Background: an optimization exercise with open tools, aiming at small area and a short achievable clock period. Do not read the settings as production practice. At most, simulation tests tie the RTL to the original design; equivalence was not proved.

==> branch willow <==
Design mecanum_wheel_mixer_top, start of the top module:
module mecanum_wheel_mixer_top (
  input  logic                    clk_i,
  input  logic                    rst_ni,
  input  logic                    start,
  output logic                    busy,
  input  logic signed [CMD_W-1:0] strafe_cmd_i,
  input  logic signed [CMD_W-1:0] forward_cmd_i,
  input  logic signed [CMD_W-1:0] rotate_cmd_i,
  output logic                    done_o,
  output logic signed [OUT_W-1:0] front_left_power_o,
  output logic signed [OUT_W-1:0] front_right_power_o,
  output logic signed [OUT_W-1:0] back_left_power_o,
  output logic signed [OUT_W-1:0] back_right_power_o,
  input  logic                    psel,
  input  logic                    penable,
  input  logic                    pwrite,
  input  logic [APB_AW-1:0]       paddr,
  input  logic [APB_DW-1:0]       pwdata,
  output logic [APB_DW-1:0]       prdata,
  output logic                    pready
);
make LEC_CHECK=0 CAP_MARGIN=20 CORE_MARGIN=2 CORE_UTILIZATION=60 PLACE_DENSITY=0.75 SETUP_SLACK_MARGIN=4.6 SLEW_MARGIN=20 finish   # period 8.5 ns
run.sh (not shown) runs the stock make flow with config.mk's settings and CLKGATE_MAP_FILE= SYNTH_SCRIPT=/design/flow/synth_recipe.tcl, a recipe that flattens the netlist after the stock synthesis.
==> branch juniper (differences from branch willow) <==
--- a/flow/design.v
+++ b/flow/design.v
@@ -72,15 +72,16 @@
 module mwm_mix (
   input  logic                        clk_i,
   input  logic signed [CMD_W-1:0]     strafe_i,
   input  logic signed [CMD_W-1:0]     forward_i,
   input  logic signed [CMD_W-1:0]     rotate_i,
   output logic [DL-1:0][MAG_W-1:0]    mag_o,    
   output logic [LANES-1:0]            neg_o,    
-  output logic [MAG_W-1:0]            top_o,    
+  output logic [MAG_W-1:0]            dvs_o,    
+  output logic [QW-1:0]               qtop_o,   
   output logic                        tp1_o,    
   output logic                        tfirst_o  
 );
   logic [CMD_W-1:0]        ax, az;
   logic signed [CMD_W-1:0] y_q;
   logic signed [MAG_W-1:0] s_q, d_q;
   logic [MAG_W-1:0]        e_q;
@@ -109,15 +110,16 @@
     d = PWR_W'(d_q);
     p[LANE_FL] = y + s;
     p[LANE_FR] = y - s;
     p[LANE_BL] = y - d;
     p[LANE_BR] = y + d;
     ay  = y_q[CMD_W-1] ? CMD_W'(-y_q) : CMD_W'(y_q);
     top = MAG_W'(ay) + e_q;
-    top_o = top;
+    dvs_o  = (top > MAG_W'(OUT_LIMIT)) ? top : MAG_W'(OUT_LIMIT);
+    qtop_o = (top > MAG_W'(OUT_LIMIT)) ? QW'(OUT_LIMIT) : QW'(top);
     f1 = (y_q == '0) || (s_q == '0) || (y_q[CMD_W-1] == s_q[MAG_W-1]);
     f2 = (y_q == '0) || (d_q == '0) || (y_q[CMD_W-1] == d_q[MAG_W-1]);
     tp1_o    = tp1_q;
     tfirst_o = tp1_q ? f1 : f2;
   end
   for (genvar l = 0; l < LANES; l++) begin : g_lane
     assign neg_o[l] = p[l][PWR_W-1];
@@ -135,66 +137,49 @@
     end
   end
 endmodule
 `default_nettype wire
 `timescale 1ns / 1ps
 `default_nettype none
 import mwm_pkg::*;
-module mwm_div #(
-  parameter bit FAST = 1'b1   
-) (
+module mwm_div (
   input  logic [DL-1:0][DW-1:0] w_i,
   input  logic [MAG_W-1:0]      dvs_i,
   input  logic [D3_W-1:0]       dvs3_i,
   output logic [DL-1:0][DW-1:0] w_o
 );
   logic [DL-1:0][D3_W-1:0] r4;
   logic [DL-1:0][D3_W:0]   e1, e2, e3;
   logic [DL-1:0]           g1, g2, g3;
   logic [DL-1:0][MAG_W-1:0] rn;
   logic [DL-1:0][1:0]      qd;
   for (genvar l = 0; l < DL; l++) begin : g_lane
     assign r4[l] = w_i[l][DW-1:DW-D3_W];
+    assign e1[l] = {1'b0, r4[l]} - {3'b0, dvs_i};
+    assign e2[l] = {1'b0, r4[l]} - {2'b0, dvs_i, 1'b0};
+    assign e3[l] = {1'b0, r4[l]} - {1'b0, dvs3_i};
+    assign g1[l] = !e1[l][D3_W];
+    assign g2[l] = !e2[l][D3_W];
+    assign g3[l] = !e3[l][D3_W];
+    assign rn[l] = g3[l] ? e3[l][MAG_W-1:0] :
+                   g2[l] ? e2[l][MAG_W-1:0] :
+                   g1[l] ? e1[l][MAG_W-1:0] : r4[l][MAG_W-1:0];
     assign qd[l] = {g2[l], g3[l] | (g1[l] & !g2[l])};
     assign w_o[l] = {rn[l], w_i[l][DW-D3_W-1:0], qd[l]};
-    if (FAST) begin : g_fast
-      assign e1[l] = {1'b0, r4[l]} - {3'b0, dvs_i};
-      assign e2[l] = {1'b0, r4[l]} - {2'b0, dvs_i, 1'b0};
-      assign e3[l] = {1'b0, r4[l]} - {1'b0, dvs3_i};
-      assign g1[l] = !e1[l][D3_W];
-      assign g2[l] = !e2[l][D3_W];
-      assign g3[l] = !e3[l][D3_W];
-      assign rn[l] = g3[l] ? e3[l][MAG_W-1:0] :
-                     g2[l] ? e2[l][MAG_W-1:0] :
-                     g1[l] ? e1[l][MAG_W-1:0] : r4[l][MAG_W-1:0];
-    end else begin : g_compact
-      assign g1[l] = (r4[l] >= {2'b0, dvs_i});
-      assign g2[l] = (r4[l] >= {1'b0, dvs_i, 1'b0});
-      assign g3[l] = (r4[l] >= dvs3_i);
-      assign e1[l] = '0;
-      assign e2[l] = '0;
-      assign e3[l] = g3[l] ? {1'b0, dvs3_i} :
-                     g2[l] ? {2'b0, dvs_i, 1'b0} :
-                     g1[l] ? {3'b0, dvs_i} : '0;
-      assign rn[l] = r4[l][MAG_W-1:0] - e3[l][MAG_W-1:0];
-    end
   end
 endmodule
 `default_nettype wire
 `timescale 1ns / 1ps
 `default_nettype none
 import mwm_pkg::*;
 module mwm_dband (
   input  logic [QW-1:0]   a_i,
   input  logic [MP_W-1:0] span_i,    
   input  logic [MP_W+1:0] span3_i,   
-  output logic [QW-1:0]   lo_o,      
-  output logic            c8_o,      
-  output logic [QW-1:0]   hs_o,      
-  output logic [QW-1:0]   hc_o
+  output logic [15:0]     n_o
 );
   logic [3:0][MP_W+1:0] pp;
   logic [15:0]          r0, r1, r2, s1, c1, s2, c2;
   always_comb begin
     for (int k = 0; k < 4; k++) begin
       case (a_i[2*k +: 2])
         2'd0:    pp[k] = '0;
@@ -207,17 +192,15 @@
     r1  = 16'(pp[1]) << 2;
     r2  = 16'(pp[2]) << 4;
     s1  = r0 ^ r1 ^ r2;
     c1  = ((r0 & r1) | (r0 & r2) | (r1 & r2)) << 1;
     r2  = 16'(pp[3]) << 6;
     s2  = s1 ^ c1 ^ r2;
     c2  = ((s1 & c1) | (s1 & r2) | (c1 & r2)) << 1;
-    {c8_o, lo_o} = 9'(s2[7:0]) + 9'(c2[7:0]);
-    hs_o = s2[15:8];
-    hc_o = c2[15:8];
+    n_o = s2 + c2;
   end
 endmodule
 `default_nettype wire
 `timescale 1ns / 1ps
 `default_nettype none
 import mwm_pkg::*;
 module mecanum_wheel_mixer_top (
@@ -239,17 +222,16 @@
   input  logic [APB_AW-1:0]       paddr,
   input  logic [APB_DW-1:0]       pwdata,
   output logic [APB_DW-1:0]       prdata,
   output logic                    pready
 );
   localparam int             NSTEP = QW / 2;
   localparam logic [NSTEP-2:0] CUT  = 3'b111;
-  localparam int             CUTN  = 1;
-  localparam logic [NSTEP-1:0] FAST = 4'b0111;
-  localparam int             NV    = 5 + CUTN + int'(CUT[0]) + int'(CUT[1]) + int'(CUT[2]);
+  localparam int             CUTN  = 0;
+  localparam int             NV    = 5 + CUTN + $countones(CUT);
   logic            busy_q;
   logic [MP_W-1:0] min_power;
   logic [NV-1:0]   v_q;
   always_ff @(posedge clk_i or negedge rst_ni) begin
     if (!rst_ni) begin
       busy_q <= 1'b1;
       v_q    <= '0;
@@ -270,71 +252,68 @@
     .pwdata      (pwdata),
     .prdata      (prdata),
     .pready      (pready),
     .min_power_o (min_power)
   );
   logic [DL-1:0][MAG_W-1:0] mag, mag_q;
   logic [LANES-1:0]         neg, neg_q;
-  logic [MAG_W-1:0]         top, top_q;
+  logic [MAG_W-1:0]         dvs, dvs_q;
+  logic [QW-1:0]            qtop, qtop_q;
   logic                     tp1, tp1_q, tfirst, tfirst_q;
   mwm_mix u_mix (
     .clk_i    (clk_i),
     .strafe_i (strafe_cmd_i),
     .forward_i(forward_cmd_i),
     .rotate_i (rotate_cmd_i),
     .mag_o    (mag),
     .neg_o    (neg),
-    .top_o    (top),
+    .dvs_o    (dvs),
+    .qtop_o   (qtop),
     .tp1_o    (tp1),
     .tfirst_o (tfirst)
   );
   always_ff @(posedge clk_i) begin
     mag_q    <= mag;
     neg_q    <= neg;
-    top_q    <= top;
+    dvs_q    <= dvs;
+    qtop_q   <= qtop;
     tp1_q    <= tp1;
     tfirst_q <= tfirst;
   end
-  localparam int SB_W = LANES + 2;
+  localparam int SB_W = LANES + QW + 2;
   logic [NSTEP-1:0][DL-1:0][DW-1:0] w;
   logic [NSTEP-1:0][MAG_W-1:0]      dv;
   logic [NSTEP-1:0][D3_W-1:0]       dv3;
   logic [NSTEP-1:0][SB_W-1:0]       sb;
   logic [NSTEP-1:0][DL-1:0][DW-1:0] w_d;
   logic [DL-1:0][DW-1:0] w0;
   logic [D3_W-1:0]       d3;
-  logic [NSTEP-1:0][MAG_W-1:0] dve;
-  logic [MAG_W-1:0]            dve0;
-  assign dve0 = {top_q[MAG_W-1:QW], top_q[QW-1:0] | {QW{!(|top_q[MAG_W-1:QW])}}};
-  for (genvar k = 0; k < NSTEP; k++) begin : g_dve
-    assign dve[k] = {dv[k][MAG_W-1:QW], dv[k][QW-1:0] | {QW{!(|dv[k][MAG_W-1:QW])}}};
-  end
   always_comb begin
     for (int l = 0; l < DL; l++) begin
       w0[l] = (DW'(mag_q[l]) << 8) - DW'(mag_q[l]);
     end
-    d3 = (D3_W'(dve0) << 1) + D3_W'(dve0);
+    d3 = (D3_W'(dvs_q) << 1) + D3_W'(dvs_q);
   end
   if (CUTN != 0) begin : g_cutn
     always_ff @(posedge clk_i) begin
       w[0]   <= w0;
-      dv[0]  <= top_q;
+      dv[0]  <= dvs_q;
       dv3[0] <= d3;
-      sb[0]  <= {neg_q, tp1_q, tfirst_q};
+      sb[0]  <= {neg_q, qtop_q, tp1_q, tfirst_q};
     end
   end else begin : g_nocutn
     assign w[0]   = w0;
-    assign dv[0]  = top_q;
+    assign dv[0]  = dvs_q;
     assign dv3[0] = d3;
-    assign sb[0]  = {neg_q, tp1_q, tfirst_q};
+    assign sb[0]  = {neg_q, qtop_q, tp1_q, tfirst_q};
   end
   for (genvar k = 0; k < NSTEP - 1; k++) begin : g_step
-    mwm_div #(.FAST(FAST[k])) u_div (
+    mwm_div u_div (
       .w_i    (w[k]),
-      .dvs_i  (dve[k]),
+      .dvs_i  (dv[k]),
       .dvs3_i (dv3[k]),
       .w_o    (w_d[k])
     );
     if (CUT[k]) begin : g_reg
       always_ff @(posedge clk_i) begin
         w[k+1]   <= w_d[k];
         dv[k+1]  <= dv[k];
@@ -344,31 +323,30 @@
     end else begin : g_wire
       assign w[k+1]   = w_d[k];
       assign dv[k+1]  = dv[k];
       assign dv3[k+1] = dv3[k];
       assign sb[k+1]  = sb[k];
     end
   end
-  mwm_div #(.FAST(FAST[NSTEP-1])) u_div_last (
+  mwm_div u_div_last (
     .w_i    (w[NSTEP-1]),
-    .dvs_i  (dve[NSTEP-1]),
+    .dvs_i  (dv[NSTEP-1]),
     .dvs3_i (dv3[NSTEP-1]),
     .w_o    (w_d[NSTEP-1])
   );
   logic [DL-1:0][QW-1:0]    qd;
   logic [LANES-1:0][QW-1:0] q_d, q;
   logic [LANES-1:0]         qn_d, qneg;
   logic [QW-1:0]            qt;
   logic                     qp1, qfirst;
   always_comb begin
     for (int l = 0; l < DL; l++) begin
       qd[l] = w_d[NSTEP-1][l][QW-1:0];
     end
-    {qn_d, qp1, qfirst} = sb[NSTEP-1];
-    qt = dv[NSTEP-1][QW-1:0] | {QW{|dv[NSTEP-1][MAG_W-1:QW]}};
+    {qn_d, qt, qp1, qfirst} = sb[NSTEP-1];
     if (qp1) begin
       q_d[LANE_FL] = qfirst ? qt : qd[0];
       q_d[LANE_FR] = qfirst ? qd[0] : qt;
       q_d[LANE_BL] = qd[1];
       q_d[LANE_BR] = qd[2];
     end else begin
       q_d[LANE_FL] = qd[1];
@@ -383,50 +361,42 @@
   end
   logic [MP_W-1:0] span;
   logic [MP_W+1:0] span3_q;
   assign span = ~min_power;
   always_ff @(posedge clk_i) begin
     span3_q <= (MP_W+2)'({span, 1'b0}) + (MP_W+2)'(span);
   end
-  logic [LANES-1:0][QW-1:0] lo_d, lo_q, hs_d, hs_q, hc_d, hc_q;
-  logic [LANES-1:0]         c8_d, c8_q, nneg_q, nnz_q;
+  logic [LANES-1:0][15:0] n_d, n_q;
+  logic [LANES-1:0]       nneg_q, nnz_q;
   for (genvar l = 0; l < LANES; l++) begin : g_db
     mwm_dband u_db (
       .a_i     (q[l]),
       .span_i  (span),
       .span3_i (span3_q),
-      .lo_o    (lo_d[l]),
-      .c8_o    (c8_d[l]),
-      .hs_o    (hs_d[l]),
-      .hc_o    (hc_d[l])
+      .n_o     (n_d[l])
     );
   end
   always_ff @(posedge clk_i) begin
-    lo_q   <= lo_d;
-    c8_q   <= c8_d;
-    hs_q   <= hs_d;
-    hc_q   <= hc_d;
+    n_q    <= n_d;
     nneg_q <= qneg;
     for (int l = 0; l < LANES; l++) begin
       nnz_q[l] <= (q[l] != '0);
     end
   end
   logic [MP_W-1:0]             mm_pos, mm_neg;
-  logic [LANES-1:0][QW-1:0]    hi;
   logic [LANES-1:0][8:0]       u;
   logic [LANES-1:0][QW-1:0]    t0, t1;
   logic [LANES-1:0][OUT_W-1:0] pwr_d, pwr;
   assign mm_pos = min_power;
   assign mm_neg = (min_power == 8'hff) ? 8'hfe : min_power;
   always_comb begin
     for (int l = 0; l < LANES; l++) begin
-      hi[l] = hs_q[l] + hc_q[l] + QW'(c8_q[l]);
-      u[l]  = 9'(hi[l]) + 9'(lo_q[l]) + 9'(!nneg_q[l]);
-      t0[l] = (nneg_q[l] ? mm_neg : mm_pos) + hi[l];
-      t1[l] = (nneg_q[l] ? mm_neg : mm_pos) + hi[l] + 8'd1;
+      u[l] = 9'(n_q[l][15:8]) + 9'(n_q[l][7:0]) + 9'(!nneg_q[l]);
+      t0[l] = (nneg_q[l] ? mm_neg : mm_pos) + n_q[l][15:8];
+      t1[l] = (nneg_q[l] ? mm_neg : mm_pos) + n_q[l][15:8] + 8'd1;
       if (!nnz_q[l]) begin
         pwr_d[l] = '0;
       end else if (nneg_q[l]) begin
         pwr_d[l] = {1'b1, ~(u[l][8] ? t1[l] : t0[l])};
       end else begin
         pwr_d[l] = {1'b0, u[l][8] ? t1[l] : t0[l]};
       end
- CORE_UTILIZATION: 60 -> 40
- PLACE_DENSITY: 0.75 -> not set
- SETUP_SLACK_MARGIN: 4.6 -> 4.8
==> branch harbor (differences from branch willow) <==
--- a/flow/design.v
+++ b/flow/design.v
@@ -93,49 +93,50 @@
     y_q   <= forward_i;
     s_q   <= MAG_W'(strafe_i) + MAG_W'(rotate_i);
     d_q   <= MAG_W'(strafe_i) - MAG_W'(rotate_i);
     e_q   <= MAG_W'(ax) + MAG_W'(az);
     tp1_q <= (strafe_i == '0) || (rotate_i == '0) ||
              (strafe_i[CMD_W-1] == rotate_i[CMD_W-1]);
   end
-  logic signed [PWR_W-1:0]     y, s, d;
-  logic [LANES-1:0][PWR_W-1:0] p;
-  logic [LANES-1:0][MAG_W-1:0] mag;
-  logic [CMD_W-1:0]            ay;
-  logic [MAG_W-1:0]            top;
-  logic                        f1, f2;
+  logic signed [MAG_W-1:0] v, w;
+  logic signed [PWR_W-1:0] y, pa, pb;
+  logic [CMD_W-1:0]        ay;
+  logic [PWR_W-1:0]        df;
+  logic                    ge, sy, sw, negp, negm, na, nb;
   always_comb begin
-    y = PWR_W'(y_q);
-    s = PWR_W'(s_q);
-    d = PWR_W'(d_q);
-    p[LANE_FL] = y + s;
-    p[LANE_FR] = y - s;
-    p[LANE_BL] = y - d;
-    p[LANE_BR] = y + d;
-    ay  = y_q[CMD_W-1] ? CMD_W'(-y_q) : CMD_W'(y_q);
-    top = MAG_W'(ay) + e_q;
-    top_o = top;
-    f1 = (y_q == '0) || (s_q == '0) || (y_q[CMD_W-1] == s_q[MAG_W-1]);
-    f2 = (y_q == '0) || (d_q == '0) || (y_q[CMD_W-1] == d_q[MAG_W-1]);
+    v  = tp1_q ? d_q : s_q;
+    w  = tp1_q ? s_q : d_q;
+    y  = PWR_W'(y_q);
+    pa = y + PWR_W'(v);
+    pb = y - PWR_W'(v);
+    na = pa[PWR_W-1];
+    nb = pb[PWR_W-1];
+    ay = y_q[CMD_W-1] ? CMD_W'(-y_q) : CMD_W'(y_q);
+    top_o = MAG_W'(ay) + e_q;
+    df = PWR_W'(ay) - PWR_W'(e_q);
+    ge = !df[PWR_W-1];              
+    sy = y_q[CMD_W-1];
+    sw = w[MAG_W-1];
+    negp = ge ? sy : sw;            
+    negm = ge ? sy : !sw;           
+    mag_o[0] = ge ? MAG_W'(df) : MAG_W'(-df);
+    mag_o[1] = na ? MAG_W'(-pa) : MAG_W'(pa);
+    mag_o[2] = nb ? MAG_W'(-pb) : MAG_W'(pb);
     tp1_o    = tp1_q;
-    tfirst_o = tp1_q ? f1 : f2;
-  end
-  for (genvar l = 0; l < LANES; l++) begin : g_lane
-    assign neg_o[l] = p[l][PWR_W-1];
-    assign mag[l]   = neg_o[l] ? MAG_W'(-p[l]) : MAG_W'(p[l]);
-  end
-  always_comb begin
+    tfirst_o = (y_q == '0) || (w == '0) || (sy == sw);
     if (tp1_q) begin
-      mag_o[0] = f1 ? mag[LANE_FR] : mag[LANE_FL];
-      mag_o[1] = mag[LANE_BL];
-      mag_o[2] = mag[LANE_BR];
+      neg_o[LANE_FL] = negp;
+      neg_o[LANE_FR] = negm;
+      neg_o[LANE_BR] = na;
+      neg_o[LANE_BL] = nb;
     end else begin
-      mag_o[0] = f2 ? mag[LANE_BL] : mag[LANE_BR];
-      mag_o[1] = mag[LANE_FL];
-      mag_o[2] = mag[LANE_FR];
+      neg_o[LANE_BR] = negp;
+      neg_o[LANE_BL] = negm;
+      neg_o[LANE_FL] = na;
+      neg_o[LANE_FR] = nb;
     end
   end
 endmodule
 `default_nettype wire
 `timescale 1ns / 1ps
 `default_nettype none
 import mwm_pkg::*;
@@ -183,18 +184,15 @@
 `timescale 1ns / 1ps
 `default_nettype none
 import mwm_pkg::*;
 module mwm_dband (
   input  logic [QW-1:0]   a_i,
   input  logic [MP_W-1:0] span_i,    
   input  logic [MP_W+1:0] span3_i,   
-  output logic [QW-1:0]   lo_o,      
-  output logic            c8_o,      
-  output logic [QW-1:0]   hs_o,      
-  output logic [QW-1:0]   hc_o
+  output logic [15:0]     n_o
 );
   logic [3:0][MP_W+1:0] pp;
   logic [15:0]          r0, r1, r2, s1, c1, s2, c2;
   always_comb begin
     for (int k = 0; k < 4; k++) begin
       case (a_i[2*k +: 2])
         2'd0:    pp[k] = '0;
@@ -207,17 +205,15 @@
     r1  = 16'(pp[1]) << 2;
     r2  = 16'(pp[2]) << 4;
     s1  = r0 ^ r1 ^ r2;
     c1  = ((r0 & r1) | (r0 & r2) | (r1 & r2)) << 1;
     r2  = 16'(pp[3]) << 6;
     s2  = s1 ^ c1 ^ r2;
     c2  = ((s1 & c1) | (s1 & r2) | (c1 & r2)) << 1;
-    {c8_o, lo_o} = 9'(s2[7:0]) + 9'(c2[7:0]);
-    hs_o = s2[15:8];
-    hc_o = c2[15:8];
+    n_o = s2 + c2;
   end
 endmodule
 `default_nettype wire
 `timescale 1ns / 1ps
 `default_nettype none
 import mwm_pkg::*;
 module mecanum_wheel_mixer_top (
@@ -364,67 +360,61 @@
       qd[l] = w_d[NSTEP-1][l][QW-1:0];
     end
     {qn_d, qp1, qfirst} = sb[NSTEP-1];
     qt = dv[NSTEP-1][QW-1:0] | {QW{|dv[NSTEP-1][MAG_W-1:QW]}};
     if (qp1) begin
       q_d[LANE_FL] = qfirst ? qt : qd[0];
       q_d[LANE_FR] = qfirst ? qd[0] : qt;
-      q_d[LANE_BL] = qd[1];
-      q_d[LANE_BR] = qd[2];
+      q_d[LANE_BR] = qd[1];
+      q_d[LANE_BL] = qd[2];
     end else begin
+      q_d[LANE_BR] = qfirst ? qt : qd[0];
+      q_d[LANE_BL] = qfirst ? qd[0] : qt;
       q_d[LANE_FL] = qd[1];
       q_d[LANE_FR] = qd[2];
-      q_d[LANE_BL] = qfirst ? qd[0] : qt;
-      q_d[LANE_BR] = qfirst ? qt : qd[0];
     end
   end
   always_ff @(posedge clk_i) begin
     q    <= q_d;
     qneg <= qn_d;
   end
   logic [MP_W-1:0] span;
   logic [MP_W+1:0] span3_q;
   assign span = ~min_power;
   always_ff @(posedge clk_i) begin
     span3_q <= (MP_W+2)'({span, 1'b0}) + (MP_W+2)'(span);
   end
-  logic [LANES-1:0][QW-1:0] lo_d, lo_q, hs_d, hs_q, hc_d, hc_q;
-  logic [LANES-1:0]         c8_d, c8_q, nneg_q, nnz_q;
+  logic [LANES-1:0][15:0] n_d, n_q;
+  logic [LANES-1:0]       nneg_q, nnz_q;
   for (genvar l = 0; l < LANES; l++) begin : g_db
     mwm_dband u_db (
       .a_i     (q[l]),
       .span_i  (span),
       .span3_i (span3_q),
-      .lo_o    (lo_d[l]),
-      .c8_o    (c8_d[l]),
-      .hs_o    (hs_d[l]),
-      .hc_o    (hc_d[l])
+      .n_o     (n_d[l])
     );
   end
   always_ff @(posedge clk_i) begin
-    lo_q   <= lo_d;
-    c8_q   <= c8_d;
-    hs_q   <= hs_d;
-    hc_q   <= hc_d;
+    n_q    <= n_d;
     nneg_q <= qneg;
     for (int l = 0; l < LANES; l++) begin
       nnz_q[l] <= (q[l] != '0);
     end
   end
   logic [MP_W-1:0]             mm_pos, mm_neg;
   logic [LANES-1:0][QW-1:0]    hi;
   logic [LANES-1:0][8:0]       u;
   logic [LANES-1:0][QW-1:0]    t0, t1;
   logic [LANES-1:0][OUT_W-1:0] pwr_d, pwr;
   assign mm_pos = min_power;
   assign mm_neg = (min_power == 8'hff) ? 8'hfe : min_power;
   always_comb begin
     for (int l = 0; l < LANES; l++) begin
-      hi[l] = hs_q[l] + hc_q[l] + QW'(c8_q[l]);
-      u[l]  = 9'(hi[l]) + 9'(lo_q[l]) + 9'(!nneg_q[l]);
+      hi[l] = n_q[l][15:8];
+      u[l]  = 9'(hi[l]) + 9'(n_q[l][7:0]) + 9'(!nneg_q[l]);
       t0[l] = (nneg_q[l] ? mm_neg : mm_pos) + hi[l];
       t1[l] = (nneg_q[l] ? mm_neg : mm_pos) + hi[l] + 8'd1;
       if (!nnz_q[l]) begin
         pwr_d[l] = '0;
       end else if (nneg_q[l]) begin
         pwr_d[l] = {1'b1, ~(u[l][8] ? t1[l] : t0[l])};
       end else begin
- CORE_UTILIZATION: 60 -> 70
- PLACE_DENSITY: 0.75 -> 0.85
- SETUP_SLACK_MARGIN: 4.6 -> 4.65
==> impl_metrics.tcl <==
set metrics [dict create \
    insertion_delay_ns 0.62 \
    grt.met1_usage 0.397 \
    status "no timing/DRC/antenna violations" \
    drt-wirelength-per-cell_um 18.8 \
]
The numbers above come from branch willow.

==> impl_metrics.tcl <==
set metrics [dict create \
    grt.met1_usage 0.453 \
    status "no timing/DRC/antenna violations" \
    insertion_delay_ns 0.65 \
]
The numbers above come from branch harbor.

==> impl_metrics.tcl <==
set metrics [dict create \
    drt-wirelength-per-cell_um 19.1 \
    grt.met1_usage 0.282 \
    yosysTopAreaCellShare 0.241 \
    status "no timing/DRC/antenna violations" \
]
The numbers above come from branch juniper.

The RTL of branch willow and branch juniper was laid out without a check of its function.

[separate check: timing with driven ports]
No port has a modelled driver above. Below, the same layouts with a new extraction and two added sets of constraints. Step 1 (the two cells are an assumption about what drives the block):
set clk [get_ports {clk_i}]
set_driving_cell -lib_cell sky130_fd_sc_hd__clkbuf_16 $clk
set_driving_cell -lib_cell sky130_fd_sc_hd__buf_2 [delete_from_list [all_inputs] $clk]
Step 2 moves the port delays by t, midway between the first and last clock arrival at a register: inputs arrive t later, outputs are due t later. That takes back most of the time a late clock gives input paths. Three values: no drivers, after step 1, after step 2; two values: the first two.
run	t (ns)	setup slack, ns	hold WS [ns]	latest minus earliest clock arrival (ns)
branch willow	0.685	4.630 / 4.608 / 4.174	0.316 / 0.316 / 0.316	0.024 / 0.024
branch juniper	0.731	4.474 / 4.474 / 4.254	0.305 / 0.305 / 0.305	0.060 / 0.060
branch harbor	0.699	4.293 / 4.293 / 4.129	0.314 / 0.314 / 0.314	0.047 / 0.047
After both steps every run listed still meets setup and hold. For branch willow, which loses most, drivers alone change the setup slack by -0.022 ns; drivers and shift together by -0.456 ns.
